What follows belongs to an exercise in optimizing a design on an open flow for small area and a short achievable clock period; a production flow would make more cautious choices. Only simulation tests tie the RTL to the original design; equivalence was not proved. Power and IR drop assume default switching activity.

## design/flow/design.v

```verilog
`timescale 1ns/1ps
module fp16_pipe #(
    parameter int W  = 1,
    parameter bit EN = 1'b1
) (
    input  logic         clk,
    input  logic [W-1:0] d,
    output logic [W-1:0] q
);
    if (EN) begin : g_reg
        always_ff @(posedge clk) q <= d;
    end else begin : g_wire
        assign q = d;
    end
endmodule
module fp16_vpipe #(
    parameter bit EN = 1'b1
) (
    input  logic clk,
    input  logic rst,
    input  logic d,
    output logic q
);
    if (EN) begin : g_reg
        always_ff @(posedge clk)
            if (rst) q <= 1'b0;
            else     q <= d;
    end else begin : g_wire
        assign q = d & ~rst;
    end
endmodule
module fp16_unpack (
    input  logic [15:0] w_i,
    output logic [10:0] sig_o,
    output logic [4:0]  exp_o
);
    logic n;
    always_comb begin
        n     = w_i[14:10] != 5'd0;
        sig_o = {n, w_i[9:0]};
        exp_o = n ? w_i[14:10] : {4'd0, w_i[9:0] != 10'd0};
    end
endmodule
`timescale 1ns/1ps
module fp16_mul_a (
    input  logic [10:0] a_i,
    input  logic [10:0] b_i,
    output logic [57:0] cs_o
);
    logic pp0_0;
    assign pp0_0 = a_i[0] & b_i[0];
    logic pp0_1;
    assign pp0_1 = a_i[0] & b_i[1];
    logic pp0_2;
    assign pp0_2 = a_i[0] & b_i[2];
    logic pp0_3;
    assign pp0_3 = a_i[0] & b_i[3];
    logic pp0_4;
    assign pp0_4 = a_i[0] & b_i[4];
    logic pp0_5;
    assign pp0_5 = a_i[0] & b_i[5];
    logic pp0_6;
    assign pp0_6 = a_i[0] & b_i[6];
    logic pp0_7;
    assign pp0_7 = a_i[0] & b_i[7];
    logic pp0_8;
    assign pp0_8 = a_i[0] & b_i[8];
    logic pp0_9;
    assign pp0_9 = a_i[0] & b_i[9];
    logic pp0_10;
    assign pp0_10 = a_i[0] & b_i[10];
    logic pp1_0;
    assign pp1_0 = a_i[1] & b_i[0];
    logic pp1_1;
    assign pp1_1 = a_i[1] & b_i[1];
    logic pp1_2;
    assign pp1_2 = a_i[1] & b_i[2];
    logic pp1_3;
    assign pp1_3 = a_i[1] & b_i[3];
    logic pp1_4;
    assign pp1_4 = a_i[1] & b_i[4];
    logic pp1_5;
    assign pp1_5 = a_i[1] & b_i[5];
    logic pp1_6;
    assign pp1_6 = a_i[1] & b_i[6];
    logic pp1_7;
    assign pp1_7 = a_i[1] & b_i[7];
    logic pp1_8;
    assign pp1_8 = a_i[1] & b_i[8];
    logic pp1_9;
    assign pp1_9 = a_i[1] & b_i[9];
    logic pp1_10;
    assign pp1_10 = a_i[1] & b_i[10];
    logic pp2_0;
    assign pp2_0 = a_i[2] & b_i[0];
    logic pp2_1;
    assign pp2_1 = a_i[2] & b_i[1];
    logic pp2_2;
    assign pp2_2 = a_i[2] & b_i[2];
    logic pp2_3;
    assign pp2_3 = a_i[2] & b_i[3];
    logic pp2_4;
    assign pp2_4 = a_i[2] & b_i[4];
    logic pp2_5;
    assign pp2_5 = a_i[2] & b_i[5];
    logic pp2_6;
    assign pp2_6 = a_i[2] & b_i[6];
    logic pp2_7;
    assign pp2_7 = a_i[2] & b_i[7];
    logic pp2_8;
    assign pp2_8 = a_i[2] & b_i[8];
    logic pp2_9;
    assign pp2_9 = a_i[2] & b_i[9];
    logic pp2_10;
    assign pp2_10 = a_i[2] & b_i[10];
    logic pp3_0;
    assign pp3_0 = a_i[3] & b_i[0];
    logic pp3_1;
    assign pp3_1 = a_i[3] & b_i[1];
    logic pp3_2;
    assign pp3_2 = a_i[3] & b_i[2];
    logic pp3_3;
    assign pp3_3 = a_i[3] & b_i[3];
    logic pp3_4;
    assign pp3_4 = a_i[3] & b_i[4];
    logic pp3_5;
    assign pp3_5 = a_i[3] & b_i[5];
    logic pp3_6;
    assign pp3_6 = a_i[3] & b_i[6];
    logic pp3_7;
    assign pp3_7 = a_i[3] & b_i[7];
    logic pp3_8;
    assign pp3_8 = a_i[3] & b_i[8];
    logic pp3_9;
    assign pp3_9 = a_i[3] & b_i[9];
    logic pp3_10;
    assign pp3_10 = a_i[3] & b_i[10];
    logic pp4_0;
    assign pp4_0 = a_i[4] & b_i[0];
    logic pp4_1;
    assign pp4_1 = a_i[4] & b_i[1];
    logic pp4_2;
    assign pp4_2 = a_i[4] & b_i[2];
    logic pp4_3;
    assign pp4_3 = a_i[4] & b_i[3];
    logic pp4_4;
    assign pp4_4 = a_i[4] & b_i[4];
    logic pp4_5;
    assign pp4_5 = a_i[4] & b_i[5];
    logic pp4_6;
    assign pp4_6 = a_i[4] & b_i[6];
    logic pp4_7;
    assign pp4_7 = a_i[4] & b_i[7];
    logic pp4_8;
    assign pp4_8 = a_i[4] & b_i[8];
    logic pp4_9;
    assign pp4_9 = a_i[4] & b_i[9];
    logic pp4_10;
    assign pp4_10 = a_i[4] & b_i[10];
    logic pp5_0;
    assign pp5_0 = a_i[5] & b_i[0];
    logic pp5_1;
    assign pp5_1 = a_i[5] & b_i[1];
    logic pp5_2;
    assign pp5_2 = a_i[5] & b_i[2];
    logic pp5_3;
    assign pp5_3 = a_i[5] & b_i[3];
    logic pp5_4;
    assign pp5_4 = a_i[5] & b_i[4];
    logic pp5_5;
    assign pp5_5 = a_i[5] & b_i[5];
    logic pp5_6;
    assign pp5_6 = a_i[5] & b_i[6];
    logic pp5_7;
    assign pp5_7 = a_i[5] & b_i[7];
    logic pp5_8;
    assign pp5_8 = a_i[5] & b_i[8];
    logic pp5_9;
    assign pp5_9 = a_i[5] & b_i[9];
    logic pp5_10;
    assign pp5_10 = a_i[5] & b_i[10];
    logic pp6_0;
    assign pp6_0 = a_i[6] & b_i[0];
    logic pp6_1;
    assign pp6_1 = a_i[6] & b_i[1];
    logic pp6_2;
    assign pp6_2 = a_i[6] & b_i[2];
    logic pp6_3;
    assign pp6_3 = a_i[6] & b_i[3];
    logic pp6_4;
    assign pp6_4 = a_i[6] & b_i[4];
    logic pp6_5;
    assign pp6_5 = a_i[6] & b_i[5];
    logic pp6_6;
    assign pp6_6 = a_i[6] & b_i[6];
    logic pp6_7;
    assign pp6_7 = a_i[6] & b_i[7];
    logic pp6_8;
    assign pp6_8 = a_i[6] & b_i[8];
    logic pp6_9;
    assign pp6_9 = a_i[6] & b_i[9];
    logic pp6_10;
    assign pp6_10 = a_i[6] & b_i[10];
    logic pp7_0;
    assign pp7_0 = a_i[7] & b_i[0];
    logic pp7_1;
    assign pp7_1 = a_i[7] & b_i[1];
    logic pp7_2;
    assign pp7_2 = a_i[7] & b_i[2];
    logic pp7_3;
    assign pp7_3 = a_i[7] & b_i[3];
    logic pp7_4;
    assign pp7_4 = a_i[7] & b_i[4];
    logic pp7_5;
    assign pp7_5 = a_i[7] & b_i[5];
    logic pp7_6;
    assign pp7_6 = a_i[7] & b_i[6];
    logic pp7_7;
    assign pp7_7 = a_i[7] & b_i[7];
    logic pp7_8;
    assign pp7_8 = a_i[7] & b_i[8];
    logic pp7_9;
    assign pp7_9 = a_i[7] & b_i[9];
    logic pp7_10;
    assign pp7_10 = a_i[7] & b_i[10];
    logic pp8_0;
    assign pp8_0 = a_i[8] & b_i[0];
    logic pp8_1;
    assign pp8_1 = a_i[8] & b_i[1];
    logic pp8_2;
    assign pp8_2 = a_i[8] & b_i[2];
    logic pp8_3;
    assign pp8_3 = a_i[8] & b_i[3];
    logic pp8_4;
    assign pp8_4 = a_i[8] & b_i[4];
    logic pp8_5;
    assign pp8_5 = a_i[8] & b_i[5];
    logic pp8_6;
    assign pp8_6 = a_i[8] & b_i[6];
    logic pp8_7;
    assign pp8_7 = a_i[8] & b_i[7];
    logic pp8_8;
    assign pp8_8 = a_i[8] & b_i[8];
    logic pp8_9;
    assign pp8_9 = a_i[8] & b_i[9];
    logic pp8_10;
    assign pp8_10 = a_i[8] & b_i[10];
    logic pp9_0;
    assign pp9_0 = a_i[9] & b_i[0];
    logic pp9_1;
    assign pp9_1 = a_i[9] & b_i[1];
    logic pp9_2;
    assign pp9_2 = a_i[9] & b_i[2];
    logic pp9_3;
    assign pp9_3 = a_i[9] & b_i[3];
    logic pp9_4;
    assign pp9_4 = a_i[9] & b_i[4];
    logic pp9_5;
    assign pp9_5 = a_i[9] & b_i[5];
    logic pp9_6;
    assign pp9_6 = a_i[9] & b_i[6];
    logic pp9_7;
    assign pp9_7 = a_i[9] & b_i[7];
    logic pp9_8;
    assign pp9_8 = a_i[9] & b_i[8];
    logic pp9_9;
    assign pp9_9 = a_i[9] & b_i[9];
    logic pp9_10;
    assign pp9_10 = a_i[9] & b_i[10];
    logic pp10_0;
    assign pp10_0 = a_i[10] & b_i[0];
    logic pp10_1;
    assign pp10_1 = a_i[10] & b_i[1];
    logic pp10_2;
    assign pp10_2 = a_i[10] & b_i[2];
    logic pp10_3;
    assign pp10_3 = a_i[10] & b_i[3];
    logic pp10_4;
    assign pp10_4 = a_i[10] & b_i[4];
    logic pp10_5;
    assign pp10_5 = a_i[10] & b_i[5];
    logic pp10_6;
    assign pp10_6 = a_i[10] & b_i[6];
    logic pp10_7;
    assign pp10_7 = a_i[10] & b_i[7];
    logic pp10_8;
    assign pp10_8 = a_i[10] & b_i[8];
    logic pp10_9;
    assign pp10_9 = a_i[10] & b_i[9];
    logic pp10_10;
    assign pp10_10 = a_i[10] & b_i[10];
    logic w1;
    logic w2;
    logic w3;
    logic w4;
    logic w5;
    logic w6;
    logic w7;
    logic w8;
    logic w9;
    logic w10;
    logic w11;
    logic w12;
    assign w1 = pp0_9 ^ pp1_8;
    assign w2 = pp0_9 & pp1_8;
    assign w3 = pp1_9 ^ pp2_8 ^ pp3_7;
    assign w4 = (pp1_9 & pp2_8) | (pp1_9 & pp3_7) | (pp2_8 & pp3_7);
    assign w5 = pp4_6 ^ pp5_5;
    assign w6 = pp4_6 & pp5_5;
    assign w7 = pp2_9 ^ pp3_8 ^ pp4_7;
    assign w8 = (pp2_9 & pp3_8) | (pp2_9 & pp4_7) | (pp3_8 & pp4_7);
    assign w9 = pp5_6 ^ pp6_5;
    assign w10 = pp5_6 & pp6_5;
    assign w11 = pp3_9 ^ pp4_8 ^ pp5_7;
    assign w12 = (pp3_9 & pp4_8) | (pp3_9 & pp5_7) | (pp4_8 & pp5_7);
    logic w13;
    logic w14;
    logic w15;
    logic w16;
    logic w17;
    logic w18;
    logic w19;
    logic w20;
    logic w21;
    logic w22;
    logic w23;
    logic w24;
    logic w25;
    logic w26;
    logic w27;
    logic w28;
    logic w29;
    logic w30;
    logic w31;
    logic w32;
    logic w33;
    logic w34;
    logic w35;
    logic w36;
    logic w37;
    logic w38;
    logic w39;
    logic w40;
    logic w41;
    logic w42;
    logic w43;
    logic w44;
    logic w45;
    logic w46;
    logic w47;
    logic w48;
    logic w49;
    logic w50;
    logic w51;
    logic w52;
    logic w53;
    logic w54;
    logic w55;
    logic w56;
    logic w57;
    logic w58;
    logic w59;
    logic w60;
    assign w13 = pp0_6 ^ pp1_5;
    assign w14 = pp0_6 & pp1_5;
    assign w15 = pp0_7 ^ pp1_6 ^ pp2_5;
    assign w16 = (pp0_7 & pp1_6) | (pp0_7 & pp2_5) | (pp1_6 & pp2_5);
    assign w17 = pp3_4 ^ pp4_3;
    assign w18 = pp3_4 & pp4_3;
    assign w19 = pp0_8 ^ pp1_7 ^ pp2_6;
    assign w20 = (pp0_8 & pp1_7) | (pp0_8 & pp2_6) | (pp1_7 & pp2_6);
    assign w21 = pp3_5 ^ pp4_4 ^ pp5_3;
    assign w22 = (pp3_5 & pp4_4) | (pp3_5 & pp5_3) | (pp4_4 & pp5_3);
    assign w23 = pp6_2 ^ pp7_1;
    assign w24 = pp6_2 & pp7_1;
    assign w25 = pp2_7 ^ pp3_6 ^ pp4_5;
    assign w26 = (pp2_7 & pp3_6) | (pp2_7 & pp4_5) | (pp3_6 & pp4_5);
    assign w27 = pp5_4 ^ pp6_3 ^ pp7_2;
    assign w28 = (pp5_4 & pp6_3) | (pp5_4 & pp7_2) | (pp6_3 & pp7_2);
    assign w29 = pp8_1 ^ pp9_0 ^ w1;
    assign w30 = (pp8_1 & pp9_0) | (pp8_1 & w1) | (pp9_0 & w1);
    assign w31 = pp6_4 ^ pp7_3 ^ pp8_2;
    assign w32 = (pp6_4 & pp7_3) | (pp6_4 & pp8_2) | (pp7_3 & pp8_2);
    assign w33 = pp9_1 ^ pp0_10 ^ pp10_0;
    assign w34 = (pp9_1 & pp0_10) | (pp9_1 & pp10_0) | (pp0_10 & pp10_0);
    assign w35 = w3 ^ w5 ^ w2;
    assign w36 = (w3 & w5) | (w3 & w2) | (w5 & w2);
    assign w37 = pp7_4 ^ pp8_3 ^ pp9_2;
    assign w38 = (pp7_4 & pp8_3) | (pp7_4 & pp9_2) | (pp8_3 & pp9_2);
    assign w39 = pp1_10 ^ pp10_1 ^ w7;
    assign w40 = (pp1_10 & pp10_1) | (pp1_10 & w7) | (pp10_1 & w7);
    assign w41 = w9 ^ w4 ^ w6;
    assign w42 = (w9 & w4) | (w9 & w6) | (w4 & w6);
    assign w43 = pp6_6 ^ pp7_5 ^ pp8_4;
    assign w44 = (pp6_6 & pp7_5) | (pp6_6 & pp8_4) | (pp7_5 & pp8_4);
    assign w45 = pp9_3 ^ pp2_10 ^ pp10_2;
    assign w46 = (pp9_3 & pp2_10) | (pp9_3 & pp10_2) | (pp2_10 & pp10_2);
    assign w47 = w11 ^ w8 ^ w10;
    assign w48 = (w11 & w8) | (w11 & w10) | (w8 & w10);
    assign w49 = pp4_9 ^ pp5_8 ^ pp6_7;
    assign w50 = (pp4_9 & pp5_8) | (pp4_9 & pp6_7) | (pp5_8 & pp6_7);
    assign w51 = pp7_6 ^ pp8_5 ^ pp9_4;
    assign w52 = (pp7_6 & pp8_5) | (pp7_6 & pp9_4) | (pp8_5 & pp9_4);
    assign w53 = pp3_10 ^ pp10_3 ^ w12;
    assign w54 = (pp3_10 & pp10_3) | (pp3_10 & w12) | (pp10_3 & w12);
    assign w55 = pp5_9 ^ pp6_8 ^ pp7_7;
    assign w56 = (pp5_9 & pp6_8) | (pp5_9 & pp7_7) | (pp6_8 & pp7_7);
    assign w57 = pp8_6 ^ pp9_5 ^ pp4_10;
    assign w58 = (pp8_6 & pp9_5) | (pp8_6 & pp4_10) | (pp9_5 & pp4_10);
    assign w59 = pp6_9 ^ pp7_8 ^ pp8_7;
    assign w60 = (pp6_9 & pp7_8) | (pp6_9 & pp8_7) | (pp7_8 & pp8_7);
    logic w61;
    logic w62;
    logic w63;
    logic w64;
    logic w65;
    logic w66;
    logic w67;
    logic w68;
    logic w69;
    logic w70;
    logic w71;
    logic w72;
    logic w73;
    logic w74;
    logic w75;
    logic w76;
    logic w77;
    logic w78;
    logic w79;
    logic w80;
    logic w81;
    logic w82;
    logic w83;
    logic w84;
    logic w85;
    logic w86;
    logic w87;
    logic w88;
    logic w89;
    logic w90;
    logic w91;
    logic w92;
    logic w93;
    logic w94;
    logic w95;
    logic w96;
    logic w97;
    logic w98;
    logic w99;
    logic w100;
    logic w101;
    logic w102;
    logic w103;
    logic w104;
    logic w105;
    logic w106;
    logic w107;
    logic w108;
    logic w109;
    logic w110;
    logic w111;
    logic w112;
    assign w61 = pp0_4 ^ pp1_3;
    assign w62 = pp0_4 & pp1_3;
    assign w63 = pp0_5 ^ pp1_4 ^ pp2_3;
    assign w64 = (pp0_5 & pp1_4) | (pp0_5 & pp2_3) | (pp1_4 & pp2_3);
    assign w65 = pp3_2 ^ pp4_1;
    assign w66 = pp3_2 & pp4_1;
    assign w67 = pp2_4 ^ pp3_3 ^ pp4_2;
    assign w68 = (pp2_4 & pp3_3) | (pp2_4 & pp4_2) | (pp3_3 & pp4_2);
    assign w69 = pp5_1 ^ pp6_0 ^ w13;
    assign w70 = (pp5_1 & pp6_0) | (pp5_1 & w13) | (pp6_0 & w13);
    assign w71 = pp5_2 ^ pp6_1 ^ pp7_0;
    assign w72 = (pp5_2 & pp6_1) | (pp5_2 & pp7_0) | (pp6_1 & pp7_0);
    assign w73 = w15 ^ w17 ^ w14;
    assign w74 = (w15 & w17) | (w15 & w14) | (w17 & w14);
    assign w75 = pp8_0 ^ w19 ^ w21;
    assign w76 = (pp8_0 & w19) | (pp8_0 & w21) | (w19 & w21);
    assign w77 = w23 ^ w16 ^ w18;
    assign w78 = (w23 & w16) | (w23 & w18) | (w16 & w18);
    assign w79 = w25 ^ w27 ^ w29;
    assign w80 = (w25 & w27) | (w25 & w29) | (w27 & w29);
    assign w81 = w20 ^ w22 ^ w24;
    assign w82 = (w20 & w22) | (w20 & w24) | (w22 & w24);
    assign w83 = w31 ^ w33 ^ w35;
    assign w84 = (w31 & w33) | (w31 & w35) | (w33 & w35);
    assign w85 = w26 ^ w28 ^ w30;
    assign w86 = (w26 & w28) | (w26 & w30) | (w28 & w30);
    assign w87 = w37 ^ w39 ^ w41;
    assign w88 = (w37 & w39) | (w37 & w41) | (w39 & w41);
    assign w89 = w32 ^ w34 ^ w36;
    assign w90 = (w32 & w34) | (w32 & w36) | (w34 & w36);
    assign w91 = w43 ^ w45 ^ w47;
    assign w92 = (w43 & w45) | (w43 & w47) | (w45 & w47);
    assign w93 = w38 ^ w40 ^ w42;
    assign w94 = (w38 & w40) | (w38 & w42) | (w40 & w42);
    assign w95 = w49 ^ w51 ^ w53;
    assign w96 = (w49 & w51) | (w49 & w53) | (w51 & w53);
    assign w97 = w44 ^ w46 ^ w48;
    assign w98 = (w44 & w46) | (w44 & w48) | (w46 & w48);
    assign w99 = pp10_4 ^ w55 ^ w57;
    assign w100 = (pp10_4 & w55) | (pp10_4 & w57) | (w55 & w57);
    assign w101 = w50 ^ w52 ^ w54;
    assign w102 = (w50 & w52) | (w50 & w54) | (w52 & w54);
    assign w103 = pp9_6 ^ pp5_10 ^ pp10_5;
    assign w104 = (pp9_6 & pp5_10) | (pp9_6 & pp10_5) | (pp5_10 & pp10_5);
    assign w105 = w59 ^ w56 ^ w58;
    assign w106 = (w59 & w56) | (w59 & w58) | (w56 & w58);
    assign w107 = pp7_9 ^ pp8_8 ^ pp9_7;
    assign w108 = (pp7_9 & pp8_8) | (pp7_9 & pp9_7) | (pp8_8 & pp9_7);
    assign w109 = pp6_10 ^ pp10_6 ^ w60;
    assign w110 = (pp6_10 & pp10_6) | (pp6_10 & w60) | (pp10_6 & w60);
    assign w111 = pp8_9 ^ pp9_8 ^ pp7_10;
    assign w112 = (pp8_9 & pp9_8) | (pp8_9 & pp7_10) | (pp9_8 & pp7_10);
    logic w113;
    logic w114;
    logic w115;
    logic w116;
    logic w117;
    logic w118;
    logic w119;
    logic w120;
    logic w121;
    logic w122;
    logic w123;
    logic w124;
    logic w125;
    logic w126;
    logic w127;
    logic w128;
    logic w129;
    logic w130;
    logic w131;
    logic w132;
    logic w133;
    logic w134;
    logic w135;
    logic w136;
    logic w137;
    logic w138;
    logic w139;
    logic w140;
    logic w141;
    logic w142;
    logic w143;
    logic w144;
    assign w113 = pp0_3 ^ pp1_2;
    assign w114 = pp0_3 & pp1_2;
    assign w115 = pp2_2 ^ pp3_1 ^ pp4_0;
    assign w116 = (pp2_2 & pp3_1) | (pp2_2 & pp4_0) | (pp3_1 & pp4_0);
    assign w117 = pp5_0 ^ w63 ^ w65;
    assign w118 = (pp5_0 & w63) | (pp5_0 & w65) | (w63 & w65);
    assign w119 = w67 ^ w69 ^ w64;
    assign w120 = (w67 & w69) | (w67 & w64) | (w69 & w64);
    assign w121 = w71 ^ w73 ^ w68;
    assign w122 = (w71 & w73) | (w71 & w68) | (w73 & w68);
    assign w123 = w75 ^ w77 ^ w72;
    assign w124 = (w75 & w77) | (w75 & w72) | (w77 & w72);
    assign w125 = w79 ^ w81 ^ w76;
    assign w126 = (w79 & w81) | (w79 & w76) | (w81 & w76);
    assign w127 = w83 ^ w85 ^ w80;
    assign w128 = (w83 & w85) | (w83 & w80) | (w85 & w80);
    assign w129 = w87 ^ w89 ^ w84;
    assign w130 = (w87 & w89) | (w87 & w84) | (w89 & w84);
    assign w131 = w91 ^ w93 ^ w88;
    assign w132 = (w91 & w93) | (w91 & w88) | (w93 & w88);
    assign w133 = w95 ^ w97 ^ w92;
    assign w134 = (w95 & w97) | (w95 & w92) | (w97 & w92);
    assign w135 = w99 ^ w101 ^ w96;
    assign w136 = (w99 & w101) | (w99 & w96) | (w101 & w96);
    assign w137 = w103 ^ w105 ^ w100;
    assign w138 = (w103 & w105) | (w103 & w100) | (w105 & w100);
    assign w139 = w107 ^ w109 ^ w104;
    assign w140 = (w107 & w109) | (w107 & w104) | (w109 & w104);
    assign w141 = pp10_7 ^ w111 ^ w108;
    assign w142 = (pp10_7 & w111) | (pp10_7 & w108) | (w111 & w108);
    assign w143 = pp9_9 ^ pp8_10 ^ pp10_8;
    assign w144 = (pp9_9 & pp8_10) | (pp9_9 & pp10_8) | (pp8_10 & pp10_8);
    assign cs_o = {pp10_10, w144, pp10_9, pp9_10, w143, w142, w112, w141, w140, w110, w139, w138, w106, w137, w136, w102, w135, w134, w98, w133, w132, w94, w131, w130, w90, w129, w128, w86, w127, w126, w82, w125, w124, w78, w123, w122, w74, w121, w120, w70, w119, w118, w66, w117, w116, w62, w115, w114, w61, w113, pp3_0, pp2_1, pp2_0, pp1_1, pp0_2, pp1_0, pp0_1, pp0_0};
endmodule
module fp16_mul_b (
    input  logic [57:0] cs_i,
    output logic [21:0] row0_o,
    output logic [21:0] row1_o
);
    logic pp0_0;
    assign pp0_0 = cs_i[0];
    logic pp0_1;
    assign pp0_1 = cs_i[1];
    logic pp1_0;
    assign pp1_0 = cs_i[2];
    logic pp0_2;
    assign pp0_2 = cs_i[3];
    logic pp1_1;
    assign pp1_1 = cs_i[4];
    logic pp2_0;
    assign pp2_0 = cs_i[5];
    logic pp2_1;
    assign pp2_1 = cs_i[6];
    logic pp3_0;
    assign pp3_0 = cs_i[7];
    logic w113;
    assign w113 = cs_i[8];
    logic w61;
    assign w61 = cs_i[9];
    logic w114;
    assign w114 = cs_i[10];
    logic w115;
    assign w115 = cs_i[11];
    logic w62;
    assign w62 = cs_i[12];
    logic w116;
    assign w116 = cs_i[13];
    logic w117;
    assign w117 = cs_i[14];
    logic w66;
    assign w66 = cs_i[15];
    logic w118;
    assign w118 = cs_i[16];
    logic w119;
    assign w119 = cs_i[17];
    logic w70;
    assign w70 = cs_i[18];
    logic w120;
    assign w120 = cs_i[19];
    logic w121;
    assign w121 = cs_i[20];
    logic w74;
    assign w74 = cs_i[21];
    logic w122;
    assign w122 = cs_i[22];
    logic w123;
    assign w123 = cs_i[23];
    logic w78;
    assign w78 = cs_i[24];
    logic w124;
    assign w124 = cs_i[25];
    logic w125;
    assign w125 = cs_i[26];
    logic w82;
    assign w82 = cs_i[27];
    logic w126;
    assign w126 = cs_i[28];
    logic w127;
    assign w127 = cs_i[29];
    logic w86;
    assign w86 = cs_i[30];
    logic w128;
    assign w128 = cs_i[31];
    logic w129;
    assign w129 = cs_i[32];
    logic w90;
    assign w90 = cs_i[33];
    logic w130;
    assign w130 = cs_i[34];
    logic w131;
    assign w131 = cs_i[35];
    logic w94;
    assign w94 = cs_i[36];
    logic w132;
    assign w132 = cs_i[37];
    logic w133;
    assign w133 = cs_i[38];
    logic w98;
    assign w98 = cs_i[39];
    logic w134;
    assign w134 = cs_i[40];
    logic w135;
    assign w135 = cs_i[41];
    logic w102;
    assign w102 = cs_i[42];
    logic w136;
    assign w136 = cs_i[43];
    logic w137;
    assign w137 = cs_i[44];
    logic w106;
    assign w106 = cs_i[45];
    logic w138;
    assign w138 = cs_i[46];
    logic w139;
    assign w139 = cs_i[47];
    logic w110;
    assign w110 = cs_i[48];
    logic w140;
    assign w140 = cs_i[49];
    logic w141;
    assign w141 = cs_i[50];
    logic w112;
    assign w112 = cs_i[51];
    logic w142;
    assign w142 = cs_i[52];
    logic w143;
    assign w143 = cs_i[53];
    logic pp9_10;
    assign pp9_10 = cs_i[54];
    logic pp10_9;
    assign pp10_9 = cs_i[55];
    logic w144;
    assign w144 = cs_i[56];
    logic pp10_10;
    assign pp10_10 = cs_i[57];
    logic w145;
    logic w146;
    logic w147;
    logic w148;
    logic w149;
    logic w150;
    logic w151;
    logic w152;
    logic w153;
    logic w154;
    logic w155;
    logic w156;
    logic w157;
    logic w158;
    logic w159;
    logic w160;
    logic w161;
    logic w162;
    logic w163;
    logic w164;
    logic w165;
    logic w166;
    logic w167;
    logic w168;
    logic w169;
    logic w170;
    logic w171;
    logic w172;
    logic w173;
    logic w174;
    logic w175;
    logic w176;
    logic w177;
    logic w178;
    logic w179;
    logic w180;
    assign w145 = pp0_2 ^ pp1_1;
    assign w146 = pp0_2 & pp1_1;
    assign w147 = pp2_1 ^ pp3_0 ^ w113;
    assign w148 = (pp2_1 & pp3_0) | (pp2_1 & w113) | (pp3_0 & w113);
    assign w149 = w61 ^ w115 ^ w114;
    assign w150 = (w61 & w115) | (w61 & w114) | (w115 & w114);
    assign w151 = w62 ^ w117 ^ w116;
    assign w152 = (w62 & w117) | (w62 & w116) | (w117 & w116);
    assign w153 = w66 ^ w119 ^ w118;
    assign w154 = (w66 & w119) | (w66 & w118) | (w119 & w118);
    assign w155 = w70 ^ w121 ^ w120;
    assign w156 = (w70 & w121) | (w70 & w120) | (w121 & w120);
    assign w157 = w74 ^ w123 ^ w122;
    assign w158 = (w74 & w123) | (w74 & w122) | (w123 & w122);
    assign w159 = w78 ^ w125 ^ w124;
    assign w160 = (w78 & w125) | (w78 & w124) | (w125 & w124);
    assign w161 = w82 ^ w127 ^ w126;
    assign w162 = (w82 & w127) | (w82 & w126) | (w127 & w126);
    assign w163 = w86 ^ w129 ^ w128;
    assign w164 = (w86 & w129) | (w86 & w128) | (w129 & w128);
    assign w165 = w90 ^ w131 ^ w130;
    assign w166 = (w90 & w131) | (w90 & w130) | (w131 & w130);
    assign w167 = w94 ^ w133 ^ w132;
    assign w168 = (w94 & w133) | (w94 & w132) | (w133 & w132);
    assign w169 = w98 ^ w135 ^ w134;
    assign w170 = (w98 & w135) | (w98 & w134) | (w135 & w134);
    assign w171 = w102 ^ w137 ^ w136;
    assign w172 = (w102 & w137) | (w102 & w136) | (w137 & w136);
    assign w173 = w106 ^ w139 ^ w138;
    assign w174 = (w106 & w139) | (w106 & w138) | (w139 & w138);
    assign w175 = w110 ^ w141 ^ w140;
    assign w176 = (w110 & w141) | (w110 & w140) | (w141 & w140);
    assign w177 = w112 ^ w143 ^ w142;
    assign w178 = (w112 & w143) | (w112 & w142) | (w143 & w142);
    assign w179 = pp9_10 ^ pp10_9 ^ w144;
    assign w180 = (pp9_10 & pp10_9) | (pp9_10 & w144) | (pp10_9 & w144);
    assign row0_o = {1'b0, pp10_10, w179, w177, w175, w173, w171, w169, w167, w165, w163, w161, w159, w157, w155, w153, w151, w149, w147, pp2_0, pp0_1, pp0_0};
    assign row1_o = {1'b0, w180, w178, w176, w174, w172, w170, w168, w166, w164, w162, w160, w158, w156, w154, w152, w150, w148, w146, w145, pp1_0, 1'b0};
endmodule
module fp16_mul_cpa (
    input  logic [21:0] row0_i,
    input  logic [21:0] row1_i,
    output logic [21:0] prod_o
);
    assign prod_o = row0_i + row1_i;
endmodule
`timescale 1ns/1ps
module fp16_expo1 (
    input  logic [4:0]  k_exp_i,
    input  logic [4:0]  x_exp_i,
    input  logic [15:0] b_i,
    output logic [10:0] b_sig_o,
    output logic [4:0]  b_exp_o,
    output logic [5:0]  es_o         
);
    logic b_n;
    always_comb begin
        b_n     = b_i[14:10] != 5'd0;
        b_exp_o = b_n ? b_i[14:10] : 5'd1;
        b_sig_o = {b_n, b_i[9:0]};
        es_o    = {1'b0, k_exp_i} + {1'b0, x_exp_i};
    end
endmodule
module fp16_expo2 (
    input  logic [4:0] b_exp_i,
    input  logic [5:0] es_i,
    input  logic       p_sign_i,
    input  logic       b_sign_i,
    output logic       p_wins_o,
    output logic [4:0] shift_o,      
    output logic       drop_o,       
    output logic       edge_o,       
    output logic [5:0] exp_o,        
    output logic       sign_o,
    output logic       sub_o
);
    logic [5:0] t, pe;
    logic [6:0] d, nd;      
    always_comb begin
        t        = {1'b0, b_exp_i} + 6'd15;
        d        = {1'b0, es_i} - {1'b0, t};
        nd       = {1'b0, t} - {1'b0, es_i};
        pe       = es_i - 6'd15;           
        p_wins_o = nd[6];
        if (p_wins_o) begin
            shift_o = d[4:0];
            drop_o  = d[5:0] > 6'd21;
            edge_o  = d[5:0] == 6'd21;    
            exp_o   = pe;
            sign_o  = p_sign_i;
        end else begin
            shift_o = nd[4:0];
            drop_o  = nd[5:0] > 6'd22;
            edge_o  = nd[5:0] == 6'd22;   
            exp_o   = {1'b0, b_exp_i};
            sign_o  = b_sign_i;
        end
        sub_o = p_sign_i ^ b_sign_i;
    end
endmodule
module fp16_align (
    input  logic [21:0] prod_i,
    input  logic [10:0] b_sig_i,
    input  logic        p_wins_i,
    input  logic [4:0]  shift_i,
    input  logic        drop_i,
    input  logic        edge_i,
    input  logic        sub_i,
    output logic [21:0] hi_o,
    output logic [32:0] lo_o
);
    logic        p_top, drop;
    logic [21:0] p, bb, lo_in;
    logic [32:0] lo;
    always_comb begin
        p_top = prod_i[21];
        p     = {prod_i[21:1], prod_i[0] & ~p_top};
        bb    = {1'b0, b_sig_i, 10'd0};
        drop  = drop_i | (edge_i & (p_top ~^ p_wins_i));
        hi_o  = p_wins_i ? p : bb;
        lo_in = p_wins_i ? bb : p;
        lo    = drop ? 33'd0 : {lo_in, 11'd0} >> shift_i;
        lo_o  = sub_i ? ~lo : lo;
    end
endmodule
module fp16_cadd #(
    parameter int W = 34
) (
    input  logic [W-1:0] a_i,
    input  logic [W-1:0] b_i,
    output logic [W:0]   s0_o,      
    output logic [W:0]   s1_o       
);
    localparam int L = $clog2(W);
    logic [W-1:0] g [L+1];
    logic [W-1:0] p [L+1];
    logic [W-1:0] hp;
    assign g[0]  = a_i & b_i;
    assign p[0]  = a_i | b_i;
    assign hp    = a_i ^ b_i;
    for (genvar l = 0; l < L; l++) begin : g_lvl
        for (genvar i = 0; i < W; i++) begin : g_bit
            if ((i >> l) & 1) begin : g_op
                localparam int J = ((i >> l) << l) - 1;
                assign g[l+1][i] = g[l][i] | (p[l][i] & g[l][J]);
                assign p[l+1][i] = p[l][i] & p[l][J];
            end else begin : g_pass
                assign g[l+1][i] = g[l][i];
                assign p[l+1][i] = p[l][i];
            end
        end
    end
    logic [W:0] c0, c1;
    assign c0 = {g[L], 1'b0};
    assign c1 = {g[L] | p[L], 1'b1};
    assign s0_o = {c0[W], hp ^ c0[W-1:0]};
    assign s1_o = {c1[W], hp ^ c1[W-1:0]};
endmodule
module fp16_add (
    input  logic [21:0] hi_i,
    input  logic [32:0] lo_i,
    input  logic        sub_i,
    output logic [33:0] mag_o,
    output logic        neg_o
);
    logic [34:0] t0, t1;
    fp16_cadd #(34) cadd_i (
        .a_i({1'b0, hi_i, 11'd0}), .b_i({sub_i, lo_i}), .s0_o(t0), .s1_o(t1)
    );
    always_comb begin
        neg_o = sub_i & ~t0[34];
        if (!sub_i)
            mag_o = t0[33:0];
        else if (t0[34])
            mag_o = t1[33:0];
        else
            mag_o = ~t0[33:0];
    end
endmodule
`timescale 1ns/1ps
module fp16_lzc (
    input  logic [33:0] v_i,
    output logic [5:0]  n_o
);
    logic [63:0] z [7];
    logic [5:0]  c [7][64];
    always_comb begin
        for (int i = 0; i < 64; i++) begin
            z[0][i] = (i < 34) ? ~v_i[33 - i] : 1'b1;
            c[0][i] = '0;
        end
        for (int l = 1; l <= 6; l++) begin
            for (int i = 0; i < 64; i++) begin
                z[l][i] = 1'b0;
                c[l][i] = '0;
            end
            for (int i = 0; i < (64 >> l); i++) begin
                z[l][i] = z[l-1][2*i] & z[l-1][2*i+1];
                if (z[l-1][2*i])
                    c[l][i] = c[l-1][2*i+1] | 6'(1 << (l - 1));
                else
                    c[l][i] = c[l-1][2*i];
            end
        end
        n_o = c[6][0];
    end
endmodule
module fp16_normalize (
    input  logic [33:0] mag_i,
    input  logic [5:0]  exp_i,      
    output logic [14:0] top_o,      
    output logic [5:0]  shift_o     
);
    logic [33:0] m, mark, n;
    fp16_lzc lzc_i (.v_i(m), .n_o(shift_o));
    always_comb begin
        mark  = (exp_i <= 6'd32) ? 34'(34'd1 << (6'd32 - exp_i)) : 34'd0;
        m     = mag_i | mark;
        n     = mag_i << {shift_o[5:2], 2'b00};
        top_o = n[33:19];
    end
endmodule
module fp16_fine (
    input  logic [14:0] top_i,
    input  logic [1:0]  shift_i,
    output logic [10:0] sig_o,
    output logic        rnd_o
);
    logic [14:0] n;
    always_comb begin
        n     = top_i << shift_i;
        sig_o = n[14:4];
        rnd_o = n[3];
    end
endmodule
module fp16_round (
    input  logic        sign_i,
    input  logic [10:0] sig_i,
    input  logic        rnd_i,
    input  logic [5:0]  e2_i,
    input  logic [5:0]  shift_i,
    output logic [15:0] result_o
);
    logic        inc;
    logic [5:0]  e0, e1, e;
    logic [9:0]  frac;
    logic        sat, zero;
    always_comb begin
        inc  = rnd_i & (&sig_i[9:0]);           
        e0   = e2_i - shift_i;
        e1   = e2_i - shift_i + 6'd1;
        e    = sig_i[10] ? (inc ? e1 : e0) : {5'd0, inc};
        frac = sig_i[9:0] + 10'(rnd_i);
        sat  = e > 6'd30;
        zero = ~sig_i[10] & (sig_i[9:0] == 10'd0) & ~rnd_i;
        if (sat)
            result_o = {sign_i, 15'h7BFF};
        else if (zero)
            result_o = 16'd0;
        else
            result_o = {sign_i, e[4:0], frac};
    end
endmodule
`timescale 1ns/1ps
module fp16_mac (
    input  logic                        clk,
    input  logic                        rst,
    input  logic                        in_valid_i,
    input  logic [2-1:0]           tag_i,
    input  logic [16-1:0]          k_i,
    input  logic [16-1:0]          x_i,
    input  logic [16-1:0]          b_i,
    output logic                        out_valid_o,
    output logic [2-1:0]           tag_o,
    output logic [16-1:0]          result_o
);
    localparam int CSW = 58;       
    logic [10:0] u_k_sig, u_x_sig;
    logic [4:0]  u_k_exp, u_x_exp;
    logic [CSW-1:0] m_cs, c1_cs;
    logic [10:0] e_b_sig, c1_b_sig;
    logic [4:0]  e_b_exp, c1_b_exp;
    logic [5:0]  e_es, c1_es;
    logic        c1_p_sign, c1_b_sign;
    logic [1:0]  c1_tag;
    logic        c1_valid;
    fp16_unpack unpack_k (.w_i(k_i), .sig_o(u_k_sig), .exp_o(u_k_exp));
    fp16_unpack unpack_x (.w_i(x_i), .sig_o(u_x_sig), .exp_o(u_x_exp));
    fp16_mul_a mul_a_i (.a_i(u_k_sig), .b_i(u_x_sig), .cs_o(m_cs));
    fp16_expo1 expo1_i (
        .k_exp_i(u_k_exp), .x_exp_i(u_x_exp), .b_i(b_i),
        .b_sig_o(e_b_sig), .b_exp_o(e_b_exp), .es_o(e_es)
    );
    fp16_vpipe #(1'b1) c1_v (.clk, .rst, .d(in_valid_i), .q(c1_valid));
    fp16_pipe #(CSW + 26, 1'b1) c1 (.clk,
        .d({m_cs, e_b_sig, e_b_exp, e_es, k_i[15] ^ x_i[15], b_i[15], tag_i}),
        .q({c1_cs, c1_b_sig, c1_b_exp, c1_es, c1_p_sign, c1_b_sign, c1_tag}));
    logic [21:0] m_row0, m_row1, m_prod, c2_prod;
    logic        x_p_wins, x_drop, x_edge, x_sign, x_sub;
    logic [4:0]  x_shift;
    logic [5:0]  x_exp;
    logic [10:0] c2_b_sig;
    logic        c2_p_wins, c2_drop, c2_edge, c2_sign, c2_sub;
    logic [4:0]  c2_shift;
    logic [5:0]  c2_exp;
    logic [1:0]  c2_tag;
    logic        c2_valid;
    fp16_mul_b mul_b_i (.cs_i(c1_cs), .row0_o(m_row0), .row1_o(m_row1));
    fp16_mul_cpa mul_cpa_i (.row0_i(m_row0), .row1_i(m_row1), .prod_o(m_prod));
    fp16_expo2 expo2_i (
        .b_exp_i(c1_b_exp), .es_i(c1_es), .p_sign_i(c1_p_sign), .b_sign_i(c1_b_sign),
        .p_wins_o(x_p_wins), .shift_o(x_shift), .drop_o(x_drop), .edge_o(x_edge),
        .exp_o(x_exp), .sign_o(x_sign), .sub_o(x_sub)
    );
    fp16_vpipe #(1'b1) c2_v (.clk, .rst, .d(c1_valid), .q(c2_valid));
    fp16_pipe #(51, 1'b1) c2 (.clk,
        .d({m_prod, c1_b_sig, x_p_wins, x_shift, x_drop, x_edge, x_exp, x_sign, x_sub, c1_tag}),
        .q({c2_prod, c2_b_sig, c2_p_wins, c2_shift, c2_drop, c2_edge, c2_exp, c2_sign, c2_sub, c2_tag}));
    logic [21:0] a_hi, c3_hi;
    logic [32:0] a_lo, c3_lo;
    logic [5:0]  c3_exp;
    logic        c3_sign, c3_sub;
    logic [1:0]  c3_tag;
    logic        c3_valid;
    fp16_align align_i (
        .prod_i(c2_prod), .b_sig_i(c2_b_sig), .p_wins_i(c2_p_wins), .shift_i(c2_shift),
        .drop_i(c2_drop), .edge_i(c2_edge), .sub_i(c2_sub), .hi_o(a_hi), .lo_o(a_lo)
    );
    fp16_vpipe #(1'b1) c3_v (.clk, .rst, .d(c2_valid), .q(c3_valid));
    fp16_pipe #(65, 1'b1) c3 (.clk,
        .d({a_hi, a_lo, c2_exp, c2_sign, c2_sub, c2_tag}),
        .q({c3_hi, c3_lo, c3_exp, c3_sign, c3_sub, c3_tag}));
    logic [33:0] d_mag, c4_mag;
    logic        d_neg;
    logic [5:0]  c4_exp;
    logic        c4_sign;
    logic [1:0]  c4_tag;
    logic        c4_valid;
    fp16_add add_i (.hi_i(c3_hi), .lo_i(c3_lo), .sub_i(c3_sub), .mag_o(d_mag), .neg_o(d_neg));
    fp16_vpipe #(1'b1) c4_v (.clk, .rst, .d(c3_valid), .q(c4_valid));
    fp16_pipe #(43, 1'b1) c4 (.clk,
        .d({d_mag, c3_exp, c3_sign ^ d_neg, c3_tag}),
        .q({c4_mag, c4_exp, c4_sign, c4_tag}));
    logic [14:0] n_top, c5_top;
    logic        c5_sign;
    logic [5:0]  n_shift, c5_shift, c5_e2;
    logic [1:0]  c5_tag;
    logic        c5_valid;
    fp16_normalize normalize_i (.mag_i(c4_mag), .exp_i(c4_exp), .top_o(n_top), .shift_o(n_shift));
    fp16_vpipe #(1'b1) c5_v (.clk, .rst, .d(c4_valid), .q(c5_valid));
    fp16_pipe #(30, 1'b1) c5 (.clk,
        .d({n_top, n_shift, c4_exp + 6'd2, c4_sign, c4_tag}),
        .q({c5_top, c5_shift, c5_e2, c5_sign, c5_tag}));
    logic [15:0] r_result;
    logic [10:0] f_sig;
    logic        f_rnd;
    fp16_fine fine_i (.top_i(c5_top), .shift_i(c5_shift[1:0]), .sig_o(f_sig), .rnd_o(f_rnd));
    fp16_round round_i (.sign_i(c5_sign), .sig_i(f_sig), .rnd_i(f_rnd), .e2_i(c5_e2), .shift_i(c5_shift), .result_o(r_result));
    always_ff @(posedge clk) begin
        if (rst) begin
            out_valid_o <= 1'b0;
            tag_o       <= '0;
            result_o    <= '0;
        end else begin
            out_valid_o <= c5_valid;
            if (c5_valid) begin
                tag_o    <= c5_tag;
                result_o <= r_result;
            end
        end
    end
endmodule
```

## design/flow/config.mk

```make
export PLATFORM = sky130hd
export DESIGN_NAME = fp16_mac
export DESIGN_NICKNAME = fp16_mac
export VERILOG_FILES = /design/flow/design.v
export SDC_FILE = /design/flow/constraint.sdc
export NUM_CORES = 4
export LEC_CHECK = 0
export CAP_MARGIN = 20
export CORE_MARGIN = 2
export CORE_UTILIZATION = 40
export SETUP_SLACK_MARGIN = 3.2
export SLEW_MARGIN = 20
```

## design/flow/constraint.sdc

```tcl
create_clock -name core_clock -period 6.0 [get_ports {clk}]
set_input_delay 1.2000 -clock core_clock [delete_from_list [all_inputs] [get_ports {clk}]]
set_output_delay 1.2000 -clock core_clock [all_outputs]
set_load 0.01 [all_outputs]
```

## design/flow/run.sh

```bash
#!/bin/bash
# synth_recipe.tcl (not shown) runs the flow's synth.tcl, then flattens the netlist and writes it again
# the make line also repeats each setting of config.mk as NAME=value (left out here)
make -C /OpenROAD-flow-scripts/flow DESIGN_CONFIG=/design/flow/config.mk WORK_HOME=/design/flow/orfs CLKGATE_MAP_FILE= SYNTH_SCRIPT=/design/flow/synth_recipe.tcl finish
```

==> impl_metrics.tcl, run 1 <==
set metrics [dict create \
    status "complete, no violations" \
    met1_usage 0.240 \
    relSlewSlack 0.342 \
    yosysWarnings 21 \
    finalWorstPathRequiredPeriod_ps 3120 \
    layout_commonest_cell "dfxtp_1" \
    fin_util 0.516 \
    vias_per_cell 5.25 \
    finClkSkew_ps 22.7 \
    met2_usage 0.378 \
    fillCellCount 3903 \
    drc 0 \
    crit_arrival_ps 3560 \
    slew_violations 0 \
    synth_top_family_by_area "adder cells" \
    io_buffers 71 \
    ant_nets 0 \
    final-hold-violation-count 0 \
    final-seq-area_um2 6000 \
    layout_common_cells "dfxtp_1, inv_1, nand2_1" \
    worst-slew-pin-transition_ps 987 \
    max_freq_ghz 0.320 \
    num_io_pins 72 \
    power_frac_clock 0.154 \
    vias 13737 \
    cts.clk_slew.worst_paths_ps 60 \
    met3_usage 0.0246 \
    clock_sinks 297 \
    dp_hpwl_um 34000 \
    wl_per_cell_um 18.1 \
    clkLatencyLatePin_ps 570 \
    grt.overflow.total 0 \
    numCtsBuffers 31 \
    power.density_nw_per_um2 528 \
    synth.cell_area_um2 17600 \
    start_util 0.406 \
    setup_tns_ps 0 \
    cts.path.max_buffers 3 \
    antenna_cells 0 \
    ys_seq_elements 297 \
    synth_flop_cell "dfxtp_1" \
    p_leak_nw 9.56 \
    gp_congestion 0.890 \
    async_flop_share 0 \
    report.final.setup_viol 0 \
    synth-seq-area-share 0.338 \
    crit_path_start_kind "input port" \
    layout-drive-gt1-share 0.254 \
    cts_tree "built" \
    avgSynthCellArea_um2 9.44 \
    multi_input_comb_area_um2 12000 \
    critPathRequiredTime_ps 6430 \
    grt_max_degree 41 \
    gr-usage-all-layers 0.203 \
    peakVddDrop_uv 210 \
    yosys.area_share.simple 0.148 \
    p_int_mw 6.82 \
    cts.htree.levels 1 \
    comb_power_share 0.554 \
    core_area_um2 43300 \
    endpoint_kind "flip-flop" \
    power_frac_seq 0.292 \
    synthCells 1862 \
    synth_xor_area_frac 0.0623 \
    synth_mux_area_frac 0.0826 \
    drt-initial-drc-count 723 \
    hold_class "reg2reg" \
    crit_type "in2reg" \
    area_growth_pct 26.9 \
    synth_top_area_share 0.338 \
    grt_pass1_vias 13697 \
    cts_root_buffer "clkbuf_16" \
    wl_um 47200 \
    yosys.area.top_type "dfxtp_1" \
    synth_nets 2110 \
    yosys.area_share.adder 0.176 \
    grt_pass1_wl_um 73100 \
    first_pass_iters 5 \
    nets 2257 \
    critPathMaxFanout 5 \
    fin_crit_sh 0.521 \
    antenna_found_initial 1 \
    rsz0062_at_grt "true" \
    hold_buffers 0 \
    top_usage_layer "met2" \
    die-area_um2 45600 \
    p_sw_frac 0.421 \
    synthTopCellsByArea "dfxtp_1, fa_1, ha_1" \
    std_cell_rows 76 \
    die_w_um 214 \
    die_h_um 214 \
    synth-edff-count 0 \
    post_synth_num_cell_types 85 \
    synth_compound_area_frac 0.133 \
    drv_cap 0 \
    p_sw_mw 4.96 \
]
==> cell usage after synthesis, drive strengths merged, types with 25 or more instances <==
cell type  number
o21ai          87
nand2         147
fa             88
nor3           31
dfxtp         297
xnor2          64
xor2           61
nand3          31
mux2i          67
clkbuf         73
mux2           25
inv           177
nor2          103
and2          100
a21oi          70
ha            107
a21o           28
==> state kept, by name (all words and copies together), names as in the netlist <==
name / cells
result_o: 16
c2.q: 51
c5_v.q: 1
c5.q: 30
c3_v.q: 1
c1_v.q: 1
out_valid_o: 1
c3.q: 65
c1.q: 84
c2_v.q: 1
c4.q: 43
c4_v.q: 1
tag_o: 2
==> power by group through the flow <==
stage          sequential, mW  combinational [mW]  clock [mW]
2_1_floorplan            3.01                4.04           0
3_3_place_gp             3.43                4.92           0
3_5_place_dp             3.44                4.98           0
4_1_cts                  3.40                5.80        1.86
5_1_grt                  3.52                7.12        1.94
6_report                 3.44                6.53        1.82
==> worst paths after layout <==
| check | startpoint | to | slack (ps) | cells after the start |
|---|---|---|---|---|
| hold reg to reg | c3.q[4]$_DFF_P_ | c4.q[3]$_DFF_P_ | 320 | 0 |
| hold / removal | c3.q[4]$_DFF_P_ | c4.q[3]$_DFF_P_ | 320 | 0 |
| setup reg to reg | c1.q[32]$_DFF_P_ | c2.q[38]$_DFF_P_ | 2910 | 16 |
| setup / recovery | x_i[7] | c1.q[58]$_DFF_P_ | 2880 | 8 |
==> area by class of cell <==
| cell class | count | share of cell area |
|---|---|---|
| timing repair buffer | 201 | 0.0877 |
| inverter | 178 | 0.0310 |
| tap | 585 | 0.0328 |
| sequential | 297 | 0.269 |
| clock inverter | 15 | 0.00516 |
| multi-input combinational | 1300 | 0.536 |
| clock buffer | 41 | 0.0383 |
==> what timing repair did <==
action	4_1_cts	5_1_grt
buffers inserted	77	40
endpoints found under the setup margin	148	103
gates resized for setup	346	165
pin swaps	76	74
gates cloned	8	2
==> routing by layer <==
layer,wire length [um],part of all wire,vias up
met5,11,0.00023,-
met4,1860,0.039,2
met3,1840,0.039,121
met2,24200,0.51,350
met1,19300,0.41,6623
li1,-,-,6641
==> worst max-delay path: stages <==
cell and delay (ps):
buf_12 110, and2_4 150, fa_2 560, inv_2 40, fa_2 520, inv_2 40
fa_2 520, fa_2 420
==> logic make-up after synthesis <==
family,after synthesis
buf+inv,270
flops,297
compound gates,346
simple gates,515
xor+xnor,125
fa+ha+maj,195
mux,114
==> through the flow <==
stage               instance area [um2]  cells  worst slack [ps]  power, mW  hold WS [ps]
floorplan                         17900   1862              2440       7.05           309
global placement                  18900   2434              1760       8.35           310
detailed placement                18900   2434              1710       8.42           312
CTS                               21300   2575              2930       11.1           322
global route                      22300   2617              2790       12.6           330
finish                            22300   2617              2880       11.8           322
==> inputs of run 2 (changes only) <==
--- a/design/flow/config.mk
+++ b/design/flow/config.mk
@@ -10,3 +10,3 @@
 export CORE_UTILIZATION = 40
-export SETUP_SLACK_MARGIN = 3.2
+export SETUP_SLACK_MARGIN = 2.8
 export SLEW_MARGIN = 20
==> run 2 against run 1 <==
Worst setup slack got worse by 40 ps. Combinational power fell by 17%. Total power fell by 8.0%. Clock skew rose by 3.1 ps. Final cell count fell by 3.4%. Sequential cell count did not move. Largest power group unchanged. Highest routed layer is now met4.
==> impl_metrics.tcl, run 2 <==
set metrics [dict create \
    gp_congestion 0.913 \
    top_layer_used "met4" \
    area_growth_pct 17.9 \
    die_w_um 214 \
    antenna_found_initial 0 \
    cp_cell_sequence "inv_1 > mux2_4 > a311o_1 > nor4_4 > and2b_2 > a21o_4 > buf_12 > mux2i_4 > o22ai_1 > or3_1" \
    synth_nets 2110 \
    critical_path.max_stage_delay_ps 590 \
    post_synth_num_cell_types 85 \
    first_pass_iters 5 \
    antenna_cells 0 \
    layout-drive-gt1-share 0.140 \
    wl_met3_um 1670 \
    async_flop_share 0 \
    ant_nets 0 \
    met1Wirelength_um 18600 \
    drv_cap 0 \
    p_sw_mw 4.46 \
    ys_seq_elements 297 \
    yosysWarnings 21 \
    finClkSkew_ps 25.8 \
    cts.path.max_buffers 3 \
    cts.clk_slew.worst_paths_ps 60 \
    crit_type "reg2reg" \
    hold_buffers 0 \
    max_freq_ghz 0.316 \
    synth-edff-count 0 \
    slew_violations 0 \
    std_cell_rows 76 \
    power_frac_seq 0.311 \
    wl_met2_um 22000 \
    clkLatencyLatePin_ps 530 \
    critPathRequiredTime_ps 6390 \
    ys_top_cells_by_count "dfxtp_1, inv_1, nand2_1, ha_1, nor2_1" \
    grt_pass1_vias 13181 \
    layout_commonest_cell "dfxtp_1" \
    peakVddDrop_uv 205 \
    cts.htree.levels 2 \
    numCtsBuffers 34 \
    crit_arrival_ps 3550 \
    core_area_um2 43300 \
    io_buffers 71 \
    relSlewSlack 0.332 \
    finalWorstPathRequiredPeriod_ps 3160 \
    vias_per_cell 5.23 \
    drc 0 \
    layout_common_cells "dfxtp_1, inv_1, nand2_1" \
    crit_path_start_kind "flip-flop" \
    num_io_pins 72 \
    p_sw_frac 0.411 \
    comb_power_share 0.497 \
    cts_tree "built" \
    hold_class "reg2reg" \
    synth_most_common_cell "dfxtp_1" \
    biggestRegsByFlops "c1.q: 84 flops, c3.q: 65 flops, c2.q: 51 flops" \
    power_frac_clock 0.192 \
    grt_max_degree 41 \
    critPathMaxFanout 8 \
    total_power_mw 10.8 \
    yosys.area.top_type "dfxtp_1" \
    grt.overflow.total 0 \
    p_leak_nw 9.04 \
    final-hold-violation-count 0 \
    report.final.setup_viol 0 \
    worst-slew-pin-transition_ps 1000 \
    cts_root_buffer "clkbuf_16" \
    clock_sinks 297 \
    status "complete, no violations" \
    synthCells 1862 \
    slowest_stage "dfxtp_1" \
    synth_flop_cell "dfxtp_1" \
    gr-usage-all-layers 0.192 \
    setup_tns_ps 0 \
    synth_top_area_share 0.338 \
    wl_per_cell_um 17.3 \
    drt-initial-drc-count 692 \
    endpoint_kind "flip-flop" \
    regMostFlops "c1.q" \
    synth-seq-area-share 0.338 \
    synthTopCellsByArea "dfxtp_1, fa_1, ha_1" \
    p_int_mw 6.39 \
    synth.cell_area_um2 17600 \
    vias 13228 \
    die-area_um2 45600 \
    grt_pass1_wl_um 69300 \
    rsz0062_at_grt "true" \
    start_util 0.406 \
    largest_reg_flops 84 \
    nets 2169 \
    avgSynthCellArea_um2 9.44 \
    power.density_nw_per_um2 524 \
    wl_um 43800 \
    dp_hpwl_um 33500 \
    fillCellCount 4048 \
    die_h_um 214 \
    fin_crit_sh 0.527 \
]
-- run 2: cell types whose count changed in the layout (fill, tap and decap cells not counted), moves of 12 or more --
cell	previous run	this run
fa_2	18	6
o21ai_1	19	7
inv_1	151	173
buf_6	27	3
buf_4	93	36
inv_2	19	3
fa_1	70	82
dfxtp_1	272	286
dlygate4sd2_1	0	17
o21ai_0	52	74
-- run 2: kinds of logic (layout without fill, tap and decap cells) --
logic type / after synthesis / after routing / share of synthesized area
compound gates: 346 / 348 / 0.133
xor+xnor: 125 / 125 / 0.0623
fa+ha+maj: 195 / 195 / 0.176
buf+inv: 270 / 350 / 0.0594
flops: 297 / 297 / 0.338
mux: 114 / 114 / 0.0826
simple gates: 515 / 515 / 0.148
-- run 2: power groups by stage --
stage	sequential [mW]	clock [mW]	combinational, mW
after floorplan	3.01	0	3.99
after global placement	3.39	0	4.89
after detailed placement	3.40	0	4.94
after CTS	3.35	2.14	5.15
after global routing	3.44	2.22	6.02
final	3.37	2.08	5.39
-- run 2: cell type report --
class / count / area, um2 / share of cell area
Multi-Input combinational cell: 1297 / 11200 / 0.539
Tap cell: 585 / 732 / 0.0353
Timing Repair Buffer: 113 / 1030 / 0.0499
Inverter: 178 / 671 / 0.0324
Clock inverter: 10 / 140 / 0.00676
Sequential cell: 297 / 5970 / 0.288
Clock buffer: 49 / 1000 / 0.0482
-- run 2: worst paths after layout --
path / endpoint / from / slack (ps) / cells past startpoint
min reg2reg: c2.q[24]$_DFF_P_ / c1.q[21]$_DFF_P_ / 300 / 0
min: c2.q[24]$_DFF_P_ / c1.q[21]$_DFF_P_ / 300 / 0
max reg2reg: c5.q[25]$_SDFF_PN0_ / c4.q[7]$_DFF_P_ / 2840 / 10
max: c5.q[25]$_SDFF_PN0_ / c4.q[7]$_DFF_P_ / 2840 / 10
-- run 2: per-layer routing --
layer / vias up / track usage
met3: 93 / 0.0249
met2: 310 / 0.348
met4: 0 / 0.0824
met5: - / 0
li1: 6448 / -
met1: 6377 / 0.228
-- run 2: stage by stage --
step                       util  cell area [um2]  hold slack (ps)  setup slack, ps  instances
after floorplan               -            17800              309             2440       1862
after global placement    0.435            18800              310             1770       2435
after detailed placement  0.435            18800              312             1690       2435
after CTS                 0.469            20300              296             2770       2512
after global routing      0.479            20700              305             2670       2529
final                     0.479            20700              301             2840       2529
-- run 2: timing repair --
| action | CTS | global route |
|---|---|---|
| cloned | 1 | 2 |
| hold endpoints to repair | 0 | 0 |
| setup buffers | 17 | 15 |
| pin swaps | 19 | 22 |
| setup endpoints to repair | 98 | 68 |
| gates resized for setup | 123 | 83 |
-- run 2: critical path: cells and delay by family (launching register included) --
kind,cells,cell delay [ps]
AOI/OAI and AO/OA,3,710
buffers and inverters,2,290
DFF,1,590
muxes,2,540
and+or+nand+nor,3,880
==> inputs of run 3 (changes only) <==
--- a/design/flow/design.v
+++ b/design/flow/design.v
@@ -945,5 +945,18 @@
 endmodule
+module fp16_mark (
+    input  logic [5:0] exp_i,
+    output logic [3:0] hi_o,
+    output logic [7:0] lo_o
+);
+    logic [5:0] j;
+    always_comb begin
+        j    = 6'd32 - exp_i;
+        hi_o = (exp_i <= 6'd32) ? 4'(4'd1 << j[4:3]) : 4'd0;
+        lo_o = 8'(8'd1 << j[2:0]);
+    end
+endmodule
 module fp16_normalize (
     input  logic [33:0] mag_i,
-    input  logic [5:0]  exp_i,      
+    input  logic [3:0]  mark_hi_i,
+    input  logic [7:0]  mark_lo_i,
     output logic [14:0] top_o,      
@@ -951,7 +964,7 @@
 );
-    logic [33:0] m, mark, n;
+    logic [33:0] m, n;
     fp16_lzc lzc_i (.v_i(m), .n_o(shift_o));
     always_comb begin
-        mark  = (exp_i <= 6'd32) ? 34'(34'd1 << (6'd32 - exp_i)) : 34'd0;
-        m     = mag_i | mark;
+        for (int i = 0; i < 34; i++)
+            m[i] = mag_i[i] | (i < 32 && mark_hi_i[i / 8] && mark_lo_i[i % 8]);
         n     = mag_i << {shift_o[5:2], 2'b00};
@@ -1072,3 +1085,5 @@
     logic        d_neg;
-    logic [5:0]  c4_exp;
+    logic [5:0]  c4_e2;
+    logic [3:0]  k_mark_hi, c4_mark_hi;
+    logic [7:0]  k_mark_lo, c4_mark_lo;
     logic        c4_sign;
@@ -1078,5 +1093,6 @@
     fp16_vpipe #(1'b1) c4_v (.clk, .rst, .d(c3_valid), .q(c4_valid));
-    fp16_pipe #(43, 1'b1) c4 (.clk,
-        .d({d_mag, c3_exp, c3_sign ^ d_neg, c3_tag}),
-        .q({c4_mag, c4_exp, c4_sign, c4_tag}));
+    fp16_mark mark_i (.exp_i(c3_exp), .hi_o(k_mark_hi), .lo_o(k_mark_lo));
+    fp16_pipe #(55, 1'b1) c4 (.clk,
+        .d({d_mag, c3_exp + 6'd2, k_mark_hi, k_mark_lo, c3_sign ^ d_neg, c3_tag}),
+        .q({c4_mag, c4_e2, c4_mark_hi, c4_mark_lo, c4_sign, c4_tag}));
     logic [14:0] n_top, c5_top;
@@ -1086,6 +1102,6 @@
     logic        c5_valid;
-    fp16_normalize normalize_i (.mag_i(c4_mag), .exp_i(c4_exp), .top_o(n_top), .shift_o(n_shift));
+    fp16_normalize normalize_i (.mag_i(c4_mag), .mark_hi_i(c4_mark_hi), .mark_lo_i(c4_mark_lo), .top_o(n_top), .shift_o(n_shift));
     fp16_vpipe #(1'b1) c5_v (.clk, .rst, .d(c4_valid), .q(c5_valid));
     fp16_pipe #(30, 1'b1) c5 (.clk,
-        .d({n_top, n_shift, c4_exp + 6'd2, c4_sign, c4_tag}),
+        .d({n_top, n_shift, c4_e2, c4_sign, c4_tag}),
         .q({c5_top, c5_shift, c5_e2, c5_sign, c5_tag}));
==> run 3 against run 2 <==
Utilization down 1.4 points. Highest routed layer unchanged. Area after synthesis up 1.6%. First-iteration DRC count up 19%. Cell area fell by 1.0%. Global-route usage grew 0.33 points. Via count rose by 1.8%.
==> impl_metrics.tcl, run 3 <==
set metrics [dict create \
    status "complete, no violations" \
    layout_common_cells "dfxtp_1, inv_1, nand2_1" \
    synth_flop_cell "dfxtp_1" \
    yosysWarnings 24 \
    synth-edff-count 0 \
    ys_top_cells_by_count "dfxtp_1, nand2_1, inv_1, nor2_1, ha_1" \
    p_leak_nw 8.92 \
    finalWorstPathRequiredPeriod_ps 3200 \
    regMostFlops "c1.q" \
    wl_um 44700 \
    post_synth_num_cell_types 79 \
    yosys.area_share.simple 0.161 \
    gp_congestion 0.966 \
    synth_top_area_share 0.346 \
    crit_type "reg2reg" \
    vias_per_cell 5.20 \
    antenna_found_initial 0 \
    cts_root_buffer "clkbuf_16" \
    hold_class "reg2reg" \
    synth_top_family_by_area "adder cells" \
    hold_buffers 0 \
    cts.path.max_buffers 3 \
    synth_xor_area_frac 0.0589 \
    synth-seq-area-share 0.346 \
    relSlewSlack 0.383 \
    die-area_um2 46300 \
    numCtsBuffers 34 \
    crit_path_start_kind "flip-flop" \
    clkLatencyLatePin_ps 540 \
    die_w_um 215 \
    layout-drive-gt1-share 0.0970 \
    drt-initial-drc-count 824 \
    endpoint_kind "flip-flop" \
    largest_reg_flops 84 \
    core_area_um2 44100 \
    peakVddDrop_uv 234 \
    instances_no_fill 2592 \
    setup_tns_ps 0 \
    yosys.area.top_type "dfxtp_1" \
    critPathMaxFanout 5 \
    gr-usage-all-layers 0.196 \
    grt.overflow.total 0 \
    cts.clk_slew.worst_paths_ps 60 \
    synth_compound_area_frac 0.135 \
    synth_most_common_cell "dfxtp_1" \
    num_io_pins 72 \
    fin_crit_sh 0.534 \
    grt_max_degree 46 \
    die_h_um 215 \
    cts_tree "built" \
    cts.htree.levels 2 \
    crit_arrival_ps 3630 \
    critPathRequiredTime_ps 6430 \
    finClkSkew_ps 19.6 \
    slew_violations 0 \
    first_pass_iters 5 \
    area_growth_pct 14.9 \
    multi_input_comb_area_um2 10800 \
    vias 13467 \
    antenna_cells 0 \
    final-hold-violation-count 0 \
    dp_hpwl_um 34900 \
    yosys.area_share.adder 0.174 \
    synth_mux_area_frac 0.0675 \
    avgSynthCellArea_um2 9.18 \
    synthTopCellsByArea "dfxtp_1, fa_1, ha_1" \
    layout_commonest_cell "dfxtp_1" \
    biggestRegsByFlops "c1.q: 84 flops, c3.q: 65 flops, c4.q: 55 flops" \
    rsz0062_at_grt "true" \
    synthCells 1945 \
    start_util 0.405 \
    drv_cap 0 \
    clock_sinks 309 \
    final-seq-area_um2 6190 \
    wl_per_cell_um 17.2 \
    synth_nets 2193 \
    synth.cell_area_um2 17900 \
    power.density_nw_per_um2 548 \
    std_cell_rows 77 \
    async_flop_share 0 \
    report.final.setup_viol 0 \
    io_buffers 71 \
    placedCellCount 2524 \
    ys_seq_elements 309 \
    drc 0 \
    worst-slew-pin-transition_ps 926 \
    grt_pass1_wl_um 72600 \
    grt_pass1_vias 13820 \
    ant_nets 0 \
    fillCellCount 4296 \
    max_freq_ghz 0.312 \
    nets 2223 \
]
## run 3: area by class of cell
cell class,count,area share
repair buffers,85,0.0384
flip-flops and latches,309,0.302
well taps,592,0.0361
clock buffers,43,0.0487
multi-input cells,1368,0.528
clock inverters,18,0.0143
inverters,177,0.0327
## run 3: path summary, 6_finish.rpt
kind,from,depth (start not counted),end,slack (ps)
max,c3.q[57]$_DFF_P_,10,c4.q[53]$_DFF_P_,2800
min,c2.q[7]$_DFF_P_,0,c3.q[7]$_DFF_P_,320
max reg2reg,c3.q[57]$_DFF_P_,10,c4.q[53]$_DFF_P_,2800
min reg2reg,c2.q[7]$_DFF_P_,0,c3.q[7]$_DFF_P_,320
## run 3: through the flow
| step | power (mW) | cell area (um2) | setup WS [ps] | hold slack, ps | util |
|---|---|---|---|---|---|
| 3_3_place_gp | 8.69 | 19000 | 1740 | 313 | 0.431 |
| 4_1_cts | 11.2 | 20400 | 2800 | 324 | 0.463 |
| 2_1_floorplan | 7.24 | 18000 | 2440 | 310 | - |
| 3_5_place_dp | 8.77 | 19000 | 1670 | 312 | 0.431 |
| 5_1_grt | 12.1 | 20500 | 2670 | 325 | 0.465 |
| 6_report | 11.2 | 20500 | 2800 | 324 | 0.465 |
## run 3: report_power, final
part / total, mW / leakage, nW / internal, mW / switching, mW
Sequential: 3.53 / 2.59 / 2.76 / 0.770
Combinational: 5.37 / 5.71 / 2.31 / 3.06
Clock: 2.34 / 0.622 / 1.49 / 0.856
Total: 11.2 / 8.92 / 6.56 / 4.68
## run 3: layer usage
layer	up-vias	part of all wire	routed length, um	track usage
met4	0	0.054	2420	0.103
met5	-	0	0	0
met2	339	0.49	22000	0.348
met3	108	0.042	1890	0.0334
met1	6375	0.41	18400	0.224
li1	6645	-	-	-
## run 3: cell families (layout without fill, tap and decap cells)
logic type                 Yosys count  after routing
and+or+nand+nor                    590            590
AOI/OAI and AO/OA                  365            365
DFF                                309            309
buffers and inverters              268            323
adders and majority gates          195            195
xor gates and xnor gates           120            120
muxes                               98             98
## run 3: critical path, cell delays in order, from the launching register on
cell and delay, ps:
dfxtp_1 360, inv_1 60, ha_1 260, or4_4 520, or2_2 310, a311o_1 320
nand2_1 120, a21o_1 170, inv_1 70, fa_1 510, a2111oi_2 390
## run 3: what timing repair did
item | CTS | global route
pin swaps | 7 | 14
setup endpoints to repair | 61 | 53
setup buffers | 5 | 2
gates resized for setup | 84 | 45
hold endpoints to repair | 0 | 0

-- what the ideal ports hide --
No port has a modelled driver above. Below, the same layouts with a new extraction and two added sets of constraints. Step 1 assumes that a clkbuf_16 drives the clock port and a buf_2 every other input. Step 2 times the ports against the registers' clock, not the clock port: input delays grow and output delays shrink by t, the midpoint of the rising clock arrivals with the driver on. a / b / c = ideal ports / drivers / drivers and shift; a / b = the first two.
run	shift t [ns]	setup slack, ns	hold slack, ns	worst setup path after step 2	pins driven straight from the clock port
run 1	0.613	2.877 / 2.883 / 2.269	0.322 / 0.322 / 0.322	input to register	1
run 2	0.573	2.837 / 2.837 / 2.304	0.301 / 0.301 / 0.301	input to register	1
run 3	0.587	2.798 / 2.798 / 2.298	0.324 / 0.324 / 0.324	input to register	1
After both steps setup and hold are still met in every run listed. The setup slack of run 1, which loses most, moves by +0.006 ns with the drivers and by -0.608 ns with both steps.
